Background: an optimization exercise with open tools, aiming at small area, a short achievable clock period and few clock cycles per item. Do not read the settings as production practice.
The RTL was checked by simulation tests, not by an equivalence proof against the original design.

==> flow/design.v, too long to show whole: its modules and the start of the top module <==
// module wosr_wave: 314 lines
// module wosr_fa: 10 lines
// module wosr_ha: 9 lines
// module wosr_mul_wg: 1770 lines
// module wosr_mul_819: 918 lines
// module wosr_mul_x: 1322 lines
// module waveform_oscillator_soft_ramp_core: 249 lines
module waveform_oscillator_soft_ramp_core (
  input  wire logic                 clk,
  input  wire logic                 rst,
  input  wire logic                 in_valid,
  output logic                      in_ready,
  input  wire logic signed [23:0]   in_left,
  input  wire logic signed [23:0]   in_right,
  input  wire logic                 in_block_start,
  input  wire logic                 in_soft_start,
  input  wire logic                 in_soft_stop,
  output logic                      out_valid,
  input  wire logic                 out_ready,
  output logic signed [23:0]        out_left,
  output logic signed [23:0]        out_right,
  output logic signed [15:0]        out_wave,
  input  wire logic                 cfg_valid,
  output logic                      cfg_ready,
  input  wire logic [1:0]           cfg_index,
  input  wire logic [wosr_pkg::FIELD_BITS-1:0] cfg_data
);
  // ...
==> flow/flow/run.sh <==
#!/bin/bash
# Standard layout with a larger setup margin for the repair steps (the clock
# period and constraints stay the design's), resizing not tied to the cell
# footprint, and plain buffers on the ports.
set -euo pipefail
export SETUP_SLACK_MARGIN=6.8
export BUFFER_PORTS_ARGS="-buffer_cell sky130_fd_sc_hd__buf_2"
bash standard.sh MATCH_CELL_FOOTPRINT=0 finish > standard.log 2>&1
==> flow/standard.sh <==
#!/bin/bash
# synth_recipe.tcl (not shown) runs the flow's synth.tcl, then flattens the netlist and writes it again
# the make line also repeats each setting of config.mk as NAME=value (left out here)
make -C /OpenROAD-flow-scripts/flow DESIGN_CONFIG=/design/flow/config.mk WORK_HOME=/design/flow/orfs CLKGATE_MAP_FILE= SYNTH_SCRIPT=/design/flow/synth_recipe.tcl "${@:-finish}"
==> flow/config.mk <==
export PLATFORM = sky130hd
export DESIGN_NAME = waveform_oscillator_soft_ramp_core
export DESIGN_NICKNAME = waveform_oscillator_soft_ramp_core
export VERILOG_FILES = /design/flow/design.v
export SDC_FILE = /design/flow/constraint.sdc
export NUM_CORES = 4
export LEC_CHECK = 0
export CAP_MARGIN = 20
export CORE_MARGIN = 2
export CORE_UTILIZATION = 40
export SLEW_MARGIN = 20
export SYNTH_HIERARCHICAL = 1
==> flow/constraint.sdc <==
create_clock -name core_clock -period 12.0 [get_ports {clk}]
set_input_delay 2.4000 -clock core_clock [delete_from_list [all_inputs] [get_ports {clk}]]
set_output_delay 2.4000 -clock core_clock [all_outputs]
set_load 0.01 [all_outputs]
==> results.toml, run 1 <==
[synthesis]
muxShareOfSynthArea = 0.0252
synth_seq_cells = 428
avgSynthCellArea_um2 = 10.3
yosysTopAreaCellShare = 0.216

[layout]
nNonClkInverters = 157
n_clock_buffer = 63
clk_share = 0.0357
layout_commonest_cell = "fa_1"
design.seq.count = 428
antenna_cells = 1
seq_area_frac = 0.237

[drt]
wl_met1_mm = 54.0
drt_iter0_drc = 2659
top_layer = "met4"
met2WireLength_mm = 61.6

[clock_network]
clock-root-buffer = "clkbuf_16"
htreeDepth = 2
cts_tree = "done"
cts_inserted_buffers = 51
clk_pin_slew_ps = 60

[sta]
fmax_ghz = 0.171
fin_crit_ps = 5830
clock_skew_ps = 34.9
tns_ps = 0
post-route-period-util = 0.486
hold-worst-slack_ps = 476

[worst_setup_path]
reg2reg_depth = 15
critPathSlowestCell = "fa_2"
cp_top_family = "adder cells"
start_kind = "flop"
endpoint_kind = "flop"

[run_status]
status = "no timing/DRC/antenna violations"

[die]
std_cell_rows = 121
n_tap_cell = 1414

[global_routing]
grt_max_degree = 79
use_met3 = 0.0304

[hold_path]
worstHoldStart = "p0[11]"
hold_path_depth = 2

[job]
cap_violations = 0
Testbench counts, summed over its fixed seeds: cycles 8,352, items 8,192.
==> run 2: changes to the inputs <==
==> flow/run.sh (new file) <==
#!/bin/bash
# synth_recipe.tcl (not shown) runs the flow's synth.tcl, then flattens the netlist and writes it again
# the make line also repeats each setting of config.mk as NAME=value (left out here)
make -C /OpenROAD-flow-scripts/flow DESIGN_CONFIG=/design/flow/config.mk WORK_HOME=/design/flow/orfs CLKGATE_MAP_FILE= SYNTH_SCRIPT=/design/flow/synth_recipe.tcl finish
removed: flow/flow/run.sh
removed: flow/standard.sh
==> results.toml, run 2 <==
[sta]
tns_ps = 0
drv_slew = 0
hold-worst-slack_ps = 455
final_hold_viol_count = 0
max_slew_margin = 0.271
post-route-period-util = 0.531
worst_pin_slew_ps = 1080
clock_skew_ps = 29.1
fin_crit_ps = 6370
finalSetupViolCount = 0
rsz0062_at_grt = "no"
fmax_ghz = 0.157

[layout]
largestRegisters = "s3_w819: 42 flops, s2_wg: 32 flops, s3_wg: 32 flops"
regMostFlops = "s3_w819"
layout_commonest_cell = "fa_1"
drive_above_1_share = 0.0688
largest_reg_flops = 42
area_delta_synth_final_pct = 8.23
layout.nets = 5022
final_cell_mix = "fa_1 (470), nand2_1 (330), and2_1 (321), edfxtp_1 (316), ha_1 (296)"

[synthesis]
ys.flop_type = "edfxtp_1"
synthCells = 4266
synth_seq_cells = 428
yosysTopAreaCellShare = 0.216
avgSynthCellArea_um2 = 10.3
synth_edf_count = 316
synthTopCellsByCount = "fa_1 (470), nand2_1 (333), and2_1 (321), edfxtp_1 (316), ha_1 (296)"
syn_area_um2 = 43900
synth_cell_types = 119
yosys_warnings = 16
seq_area_frac_synth = 0.267
postSynth.asyncResetShare = 0
synth.top_cells.by_area = "edfxtp_1 (22%), fa_1 (21%), ha_1 (8.4%), dfxtp_1 (5.1%), and2_1 (4.6%)"
yosysMostFrequentCell = "fa_1"
yosysTopAreaCell = "edfxtp_1"

[run_status]
status = "no timing/DRC/antenna violations"

[drt]
vias_per_cell = 5.81
drt_iter0_drc = 2775
totalWireLength_mm = 123
via_count = 32717
drc = 0
detail_route.wl_per_cell_um = 21.8
final_antenna_net_count = 0
firstDrtPassIters = 5

[clock_network]
cts_sinks = 428
clk_pin_slew_ps = 60
cts_buffer_depth = 3
clock-root-buffer = "clkbuf_16"
clk_latency_ps = 640
htreeDepth = 2
cts_setup_buffers = 0
cts_tree = "done"
cts_inserted_buffers = 53
postCtsHoldBufs = 0
post_cts_resized = 0

[job]
cap_violations = 0

[worst_setup_path]
required_ps = 12370
worst-setup-path-type = "flop to flop"
crit_path_max_fanout = 19
endpoint_kind = "flop"
cp.arrival_ps = 6750
startpoint = "gain[8]"
timing.rr.start = "gain[8]"
reg2reg_depth = 14
r2r_slack_ps = 5630
start_kind = "flop"

[die]
die_width_um = 335
core_area_um2 = 109000
start_util = 0.404
ios = 149
die_area_um2 = 113000
std_cell_rows = 121
dieHeight_um = 335

[global_routing]
grt_pass1_vias = 33338
globalRouteOverflowTotal = 0
grt_antenna_before_repair = 2
grt_max_degree = 86
grt_pass1_wl_mm = 194
track_usage = 0.218

[hold_path]
hold_class = "flop to flop"
hold_path_depth = 2
worstHoldStart = "kd[2]"

[placed_design]
portBuffers = 147
hpwl_mm = 89.4
gp_congestion = 0.945
==> run 2: changes by cell type in the layout (fill, tap and decap cells not counted), moves of 19 or more <==
cell | previous run | this run
a21oi_1 | 247 | 266
a22oi_1 | 72 | 128
a22oi_2 | 56 | 0
buf_2 | 146 | 0
buf_4 | 142 | 45
buf_6 | 33 | 1
clkdlybuf4s50_1 | 0 | 146
fa_1 | 426 | 470
fa_2 | 44 | 0
==> run 2: logic make-up (layout without fill, tap and decap cells) <==
logic type      count (synthesis)  after routing  synth area share
compound gates               1082           1082             0.169
xor+xnor                      266            266            0.0544
fa+ha+maj                     768            768             0.299
buf+inv                       497            447            0.0542
flops                         428            428             0.267
mux                            97             97            0.0252
other cells                     2              5          0.000171
simple gates                 1126           1126             0.132
==> run 2: Yosys stat by module (local to each module, per instance) <==
module / copies in the design / cells / area, um2
wosr_mul_x: 1 / 522 / 3990
wosr_wave: 1 / 886 / 5450
wosr_mul_wg: 1 / 495 / 3440
wosr_fa: 421 / 1 / 20.0
waveform_oscillator_soft_ramp_core: 1 / 1615 / 19600
wosr_mul_819: 1 / 248 / 2040
wosr_ha: 79 / 1 / 12.5
==> run 2: layout make-up <==
type,instances,area [um2]
antenna,2,5.00
clock inverter,33,348
clock buffer,65,1380
timing repair buffer,192,1810
tap,1414,1770
sequential,428,11700
multi-input combinational,3342,29900
fill,10311,61300
inverter,157,589
==> run 2: final timing paths <==
check         endpoint
max          s2_wg[30]
min              kd[2]
min reg2reg      kd[2]
max reg2reg  s2_wg[30]
==> run 2: worst max-delay path, stage by stage, from the launching register on <==
cell,delay (ps)
dfxtp_1,820
and2_1,240
fa_1,450
fa_1,500
fa_1,530
fa_1,530
fa_1,530
fa_1,500
ha_1,360
nand4_1,160
a2111o_1,320
o22ai_2,230
o21ai_2,160
o31ai_2,320
fa_1,460
==> run 2: through the flow <==
| stage | cell area (um2) | utilization | setup slack (ps) | std cells |
|---|---|---|---|---|
| floorplan | 43900 | - | 4580 | 4267 |
| global placement | 45800 | 0.421 | 5630 | 5532 |
| detailed placement | 45800 | 0.421 | 5590 | 5532 |
| CTS | 47500 | 0.437 | 5560 | 5630 |
| global route | 47600 | 0.437 | 5240 | 5633 |
| finish | 47600 | 0.437 | 5630 | 5633 |
==> run 2: layer usage <==
layer	track usage	share of wire
met5	0	0
met4	0.0853	0.039
met3	0.0281	0.056
met2	0.366	0.48
met1	0.285	0.43

-- port drivers added, routing unchanged --
No port has a modelled driver above. Below, the same layouts with a new extraction and two added sets of constraints.
Step 1 (the two cells are an assumption about what drives the block):
set clk [get_ports {clk}]
set_driving_cell -lib_cell sky130_fd_sc_hd__clkbuf_16 $clk
set_driving_cell -lib_cell sky130_fd_sc_hd__buf_2 [delete_from_list [all_inputs] $clk]
Step 2 times the ports against the registers' clock, not the clock port: input delays grow and output delays shrink by t, the midpoint of the rising clock arrivals with the driver on.
a / b / c = ideal / step 1 / step 2; a / b = the first two.
run	t, ns	setup slack, ns	worst hold slack (ns)	worst setup path after step 2	slew at the worst register clock pin (ns)
run 1	0.705	6.167 / 6.167 / 6.167	0.476 / 0.476 / 0.476	register to register	0.07 / 0.07
run 2	0.704	5.628 / 5.628 / 5.628	0.455 / 0.455 / 0.455	register to register	0.06 / 0.06
After both steps setup and hold are still met in every run listed.
